From an optimization exercise on the open Yosys and OpenROAD flow, aimed at small area and a short achievable clock period; shortcuts taken in it are not production practice.
Where RTL was checked, it was by simulation tests only, not by an equivalence proof against the original.
Power figures rest on the tool's default switching activity, not on a simulated workload.

== juniper ==
==> flow/design.v (excerpt) <==
module sb_top (
    input  logic             clk,
    input  logic             rst,
    input  sb_pkg::inst_t    inst,
    input  logic             inst_valid,
    input  sb_pkg::fu_vec_t  fu_done,
    output logic             issue_ready,
    output sb_pkg::fu_vec_t  fu_en,
    output sb_pkg::fu_op_t   op_ctrl,
    output sb_pkg::reg_idx_t rs1_ctrl,
    output sb_pkg::reg_idx_t rs2_ctrl,
    output sb_pkg::fu_id_t   write_sel,
    output logic             reg_write,
    output sb_pkg::reg_idx_t rd_ctrl
);
    localparam int N = sb_pkg::NUM_FU;
    logic [6:0] opc;
    logic [2:0] f3;
    logic [6:0] f7;
    logic [4:0] rd, rs1, rs2;
    logic       is_op, is_imm, is_ld, is_st;
    logic       f7_base, f7_alt, f7_md, alt_en;
    logic [3:0] alu_lo;
    logic [N-1:0] sel;
    logic       has_rd, use_rs2;
    logic       rd_nz, rs1_nz, rs2_nz;
    assign opc = inst[6:0];
  ...
For scale: ~620 cells after synthesis, ~100 flip-flops, roughly 68 I/O pins, about 5600 sq um of cells after synthesis.
export LEC_CHECK = 0
export CAP_MARGIN = 20
export CORE_MARGIN = 2
export CORE_UTILIZATION = 60
export CTS_BUF_LIST = sky130_fd_sc_hd__clkbuf_8
export CTS_CLUSTER_SIZE = 30
export SETUP_SLACK_MARGIN = 2.5
export SLEW_MARGIN = 20
export SYNTH_HIERARCHICAL = 1
export SYNTH_MINIMUM_KEEP_SIZE = 0
create_clock -name core_clock -period 6.0 [get_ports {clk}]
standard.sh (not shown) runs the stock make flow with config.mk's settings and CLKGATE_MAP_FILE= SYNTH_SCRIPT=/design/flow/synth_recipe.tcl, a recipe that flattens the netlist after the stock synthesis.
==> flow/flow/run.sh <==
#!/bin/bash
# Own flow: the standard layout with three changes.
#  1. Ports get plain buf_2 buffers (not the delay cells buffer_ports picks).
#  2. Slow many-input cells are added to the platform's don't-use list.
#  3. Synthesis maps the top module with a area-oriented ABC script, amap (its paths
#     have slack to spare) and every other module, which holds the paths to the
#     outputs, with ORFS's speed script. Registers are untouched: dfflibmap runs
#     before ABC, so names and cell types are those of the standard synthesis.
set -euo pipefail
here=$(pwd)
rm -rf "$here/scripts"
cp -r "$FLOW_HOME/scripts" "$here/scripts"
cp "$here/flow/abc_relax.script" "$here/scripts/abc_relax.script"
python3 - "$here/scripts/synth.tcl" <<'PY'
import sys
p = sys.argv[1]
s = open(p).read()
old = "  log_cmd abc {*}$abc_args\n"
new = """  set relax_args [lreplace $abc_args 1 1 $::env(SCRIPTS_DIR)/abc_relax.script]
  foreach m [split [string trim [tee -q -s result.string select -list-mod *]] "\\n"] {
    if { $m eq $::env(DESIGN_NAME) } {
      log_cmd abc {*}$relax_args $m
    } else {
      log_cmd abc {*}$abc_args $m
    }
  }
"""
assert s.count(old) == 1
open(p, "w").write(s.replace(old, new))
PY
DU="sky130_fd_sc_hd__lpflow_bleeder_1 sky130_fd_sc_hd__lpflow_clkbufkapwr_1 sky130_fd_sc_hd__lpflow_clkbufkapwr_16 sky130_fd_sc_hd__lpflow_clkbufkapwr_2 sky130_fd_sc_hd__lpflow_clkbufkapwr_4 sky130_fd_sc_hd__lpflow_clkbufkapwr_8 sky130_fd_sc_hd__lpflow_clkinvkapwr_1 sky130_fd_sc_hd__lpflow_clkinvkapwr_16 sky130_fd_sc_hd__lpflow_clkinvkapwr_2 sky130_fd_sc_hd__lpflow_clkinvkapwr_4 sky130_fd_sc_hd__lpflow_clkinvkapwr_8 sky130_fd_sc_hd__lpflow_decapkapwr_12 sky130_fd_sc_hd__lpflow_decapkapwr_3 sky130_fd_sc_hd__lpflow_decapkapwr_4 sky130_fd_sc_hd__lpflow_decapkapwr_6 sky130_fd_sc_hd__lpflow_decapkapwr_8 sky130_fd_sc_hd__lpflow_inputiso0n_1 sky130_fd_sc_hd__lpflow_inputiso0p_1 sky130_fd_sc_hd__lpflow_inputiso1n_1 sky130_fd_sc_hd__lpflow_inputiso1p_1 sky130_fd_sc_hd__lpflow_inputisolatch_1 sky130_fd_sc_hd__lpflow_isobufsrc_1 sky130_fd_sc_hd__lpflow_isobufsrc_16 sky130_fd_sc_hd__lpflow_isobufsrc_2 sky130_fd_sc_hd__lpflow_isobufsrc_4 sky130_fd_sc_hd__lpflow_isobufsrc_8 sky130_fd_sc_hd__lpflow_isobufsrckapwr_16 sky130_fd_sc_hd__lpflow_lsbuf_lh_hl_isowell_tap_1 sky130_fd_sc_hd__lpflow_lsbuf_lh_hl_isowell_tap_2 sky130_fd_sc_hd__lpflow_lsbuf_lh_hl_isowell_tap_4 sky130_fd_sc_hd__lpflow_lsbuf_lh_isowell_4 sky130_fd_sc_hd__lpflow_lsbuf_lh_isowell_tap_1 sky130_fd_sc_hd__lpflow_lsbuf_lh_isowell_tap_2 sky130_fd_sc_hd__lpflow_lsbuf_lh_isowell_tap_4 sky130_fd_sc_hd__probe_p_8 sky130_fd_sc_hd__probec_p_8  sky130_fd_sc_hd__a2111o_1 sky130_fd_sc_hd__a2111o_2 sky130_fd_sc_hd__a2111o_4 sky130_fd_sc_hd__a2111oi_0 sky130_fd_sc_hd__a2111oi_1 sky130_fd_sc_hd__a2111oi_2 sky130_fd_sc_hd__a2111oi_4 sky130_fd_sc_hd__a221o_1 sky130_fd_sc_hd__a221o_2 sky130_fd_sc_hd__a221o_4 sky130_fd_sc_hd__a2bb2o_1 sky130_fd_sc_hd__a2bb2o_2 sky130_fd_sc_hd__a2bb2o_4 sky130_fd_sc_hd__a311o_1 sky130_fd_sc_hd__a311o_2 sky130_fd_sc_hd__a311o_4 sky130_fd_sc_hd__a311oi_1 sky130_fd_sc_hd__a311oi_2 sky130_fd_sc_hd__a311oi_4 sky130_fd_sc_hd__a32o_1 sky130_fd_sc_hd__a32o_2 sky130_fd_sc_hd__a32o_4 sky130_fd_sc_hd__a32oi_1 sky130_fd_sc_hd__a32oi_2 sky130_fd_sc_hd__a32oi_4 sky130_fd_sc_hd__a41o_1 sky130_fd_sc_hd__a41o_2 sky130_fd_sc_hd__a41o_4 sky130_fd_sc_hd__a41oi_1 sky130_fd_sc_hd__a41oi_2 sky130_fd_sc_hd__a41oi_4 sky130_fd_sc_hd__and4_1 sky130_fd_sc_hd__and4_2 sky130_fd_sc_hd__and4_4 sky130_fd_sc_hd__and4b_1 sky130_fd_sc_hd__and4b_2 sky130_fd_sc_hd__and4b_4 sky130_fd_sc_hd__and4bb_1 sky130_fd_sc_hd__and4bb_2 sky130_fd_sc_hd__and4bb_4 sky130_fd_sc_hd__nor4_1 sky130_fd_sc_hd__nor4_2 sky130_fd_sc_hd__nor4_4 sky130_fd_sc_hd__nor4b_1 sky130_fd_sc_hd__nor4b_2 sky130_fd_sc_hd__nor4b_4 sky130_fd_sc_hd__nor4bb_1 sky130_fd_sc_hd__nor4bb_2 sky130_fd_sc_hd__nor4bb_4 sky130_fd_sc_hd__o2111a_1 sky130_fd_sc_hd__o2111a_2 sky130_fd_sc_hd__o2111a_4 sky130_fd_sc_hd__o2111ai_1 sky130_fd_sc_hd__o2111ai_2 sky130_fd_sc_hd__o2111ai_4 sky130_fd_sc_hd__o221a_1 sky130_fd_sc_hd__o221a_2 sky130_fd_sc_hd__o221a_4 sky130_fd_sc_hd__o2bb2a_1 sky130_fd_sc_hd__o2bb2a_2 sky130_fd_sc_hd__o2bb2a_4 sky130_fd_sc_hd__o311a_1 sky130_fd_sc_hd__o311a_2 sky130_fd_sc_hd__o311a_4 sky130_fd_sc_hd__o311ai_0 sky130_fd_sc_hd__o311ai_1 sky130_fd_sc_hd__o311ai_2 sky130_fd_sc_hd__o311ai_4 sky130_fd_sc_hd__o32a_1 sky130_fd_sc_hd__o32a_2 sky130_fd_sc_hd__o32a_4 sky130_fd_sc_hd__o32ai_1 sky130_fd_sc_hd__o32ai_2 sky130_fd_sc_hd__o32ai_4 sky130_fd_sc_hd__o41a_1 sky130_fd_sc_hd__o41a_2 sky130_fd_sc_hd__o41a_4 sky130_fd_sc_hd__o41ai_1 sky130_fd_sc_hd__o41ai_2 sky130_fd_sc_hd__o41ai_4 sky130_fd_sc_hd__or3_1 sky130_fd_sc_hd__or3_2 sky130_fd_sc_hd__or3_4 sky130_fd_sc_hd__or3b_1 sky130_fd_sc_hd__or3b_2 sky130_fd_sc_hd__or3b_4 sky130_fd_sc_hd__or4_1 sky130_fd_sc_hd__or4_2 sky130_fd_sc_hd__or4_4 sky130_fd_sc_hd__or4b_1 sky130_fd_sc_hd__or4b_2 sky130_fd_sc_hd__or4b_4 sky130_fd_sc_hd__or4bb_1 sky130_fd_sc_hd__or4bb_2 sky130_fd_sc_hd__or4bb_4 "
bash standard.sh SCRIPTS_DIR="$here/scripts" BUFFER_PORTS_ARGS="-buffer_cell sky130_fd_sc_hd__buf_2" DONT_USE_CELLS="$DU" > standard.log 2>&1
Other scripts of this flow, unchanged in this note and not shown: flow/flow/abc_relax.script
## Diff of input files: maple against juniper
diff --git a/flow/design.v b/flow/design.v
--- a/flow/design.v
+++ b/flow/design.v
@@ -113,21 +113,21 @@
     localparam int N = sb_pkg::NUM_FU;
     logic [6:0] opc;
     logic [2:0] f3;
     logic [6:0] f7;
     logic [4:0] rd, rs1, rs2;
     logic       is_op, is_imm, is_ld, is_st;
     logic       f7_base, f7_alt, f7_md, alt_en;
     logic [3:0] alu_lo;
     logic [N-1:0] sel;
     logic       has_rd, use_rs2;
-    logic       rd_nz, rs1_nz, rs2_nz;
+    logic       rd_nz;
     assign opc = inst[6:0];
     assign f3  = inst[14:12];
     assign f7  = inst[31:25];
     assign rd  = inst[11:7];
     assign rs1 = inst[19:15];
     assign rs2 = inst[24:20];
     assign is_op   = opc == sb_pkg::OPC_OP;
     assign is_imm  = opc == sb_pkg::OPC_OP_IMM;
     assign is_ld   = opc == sb_pkg::OPC_LOAD;
     assign is_st   = opc == sb_pkg::OPC_STORE;
@@ -148,22 +148,20 @@
         endcase
     end
     assign sel[0] = (is_op & (f7_base | (f7_alt & (f3 == 3'd0 | f3 == 3'd5)))) |
                     (is_imm & ((f3 != 3'd1 & f3 != 3'd5) | f7_base | alt_en));
     assign sel[1] = (is_ld & f3 != 3'd3 & f3 < 3'd6) | (is_st & f3 < 3'd3);
     assign sel[2] = is_op & f7_md & ~f3[2];
     assign sel[3] = is_op & f7_md &  f3[2];
     assign has_rd  = sel[0] | sel[2] | sel[3] | (sel[1] & ~is_st);
     assign use_rs2 = is_op | is_st;
     assign rd_nz   = rd  != '0;
-    assign rs1_nz  = rs1 != '0;
-    assign rs2_nz  = rs2 != '0;
     logic [N-1:0] busy, unread;
     logic [N-1:0] can_q;          
     logic [N-1:0][N-1:0] waitm;      
     logic [N-1:0][N-1:0] warm;       
     logic [4:0] op_a;             
     logic [3:0] op_m;             
     logic [1:0] op_x, op_y;       
     logic [4:0] dst_a, dst_x, dst_y;
     logic [4:0] fld_m;            
     logic [N-1:0][4:0] s1_q;
@@ -196,22 +194,22 @@
             rdy[u] = unread[u] & ~|waitm[u];
         end
     end
     assign grant = rdy & ~(rdy - 1'b1);
     assign can   = can_q;
     assign ret   = can & ~(can - 1'b1);
     logic [N-1:0] raw, war_c;
     logic [N-1:0] issue;
     always_comb begin
         for (int k = 0; k < N; k++) begin
-            raw[k]   = pend[k] & ((rs1_nz & dst_e[k] == rs1) |
-                                  (use_rs2 & rs2_nz & dst_e[k] == rs2));
+            raw[k]   = pend[k] & (dst_e[k] != '0) &
+                       ((dst_e[k] == rs1) | (use_rs2 & dst_e[k] == rs2));
             war_c[k] = unread[k] & ~grant[k] & ~ret[k] & rd_nz &
                        (s1_e[k] == rd | s2_e[k] == rd);
         end
     end
     sb_issue_check issue_check (
         .inst(inst), .busy(busy), .pend(pend), .dst(dst_e), .issue_ready(issue_ready)
     );
     assign issue       = sel & {N{inst_valid & issue_ready}};
     logic [N-1:0] war_left;
     always_comb begin
==> summary.txt <==
Taking juniper as the reference point, the global routing usage summed across all routing layers of maple falls by 2.2 points. maple vs juniper: area after synthesis up in maple. The core of maple is less densely filled than that of juniper. For worst setup slack, maple and juniper come out practically identical. Total power divided by cell area in maple is about 2.4% lower than in juniper. As far as share of synthesized area spent on multiplexers is concerned, maple and juniper perform about the same. On die height, juniper and maple are basically level. From juniper to maple the numbers moved as follows: global-route wire length before repair went down, largest vdd supply drop now smaller, post-synthesis to final-layout area growth fell by 0.51 points.
Function not checked in maple: the RTL went through the layout flow alone.

-- afterwards: timing with drivers on the ports --
The flow's constraints put no driver on any port. The routed layouts listed below were extracted and timed again, unchanged, in two steps.
Step 1: set_driving_cell puts a clkbuf_16 on clk and a buf_2 on each other input, an assumption about the parent block.
Step 2 times the ports against the registers' clock, not the clock port: input delays grow and output delays shrink by t, the midpoint of the rising clock arrivals with the driver on.
Three values: ideal ports, drivers, drivers and shift; two values: the first two.
run | t, ns | slack for setup (ns) | worst register clock-pin slew, ns | worst data-port slew with drivers (ns)
juniper | 0.402 | 2.465 / 2.419 / 2.419 | 0.12 / 0.12 | 0.06
maple | 0.399 | 2.465 / 2.404 / 2.386 | 0.11 / 0.11 | 0.08
After both steps setup and hold are still met in every run listed. The setup slack of maple, which loses most, moves by -0.061 ns with the drivers and by -0.079 ns with both steps.
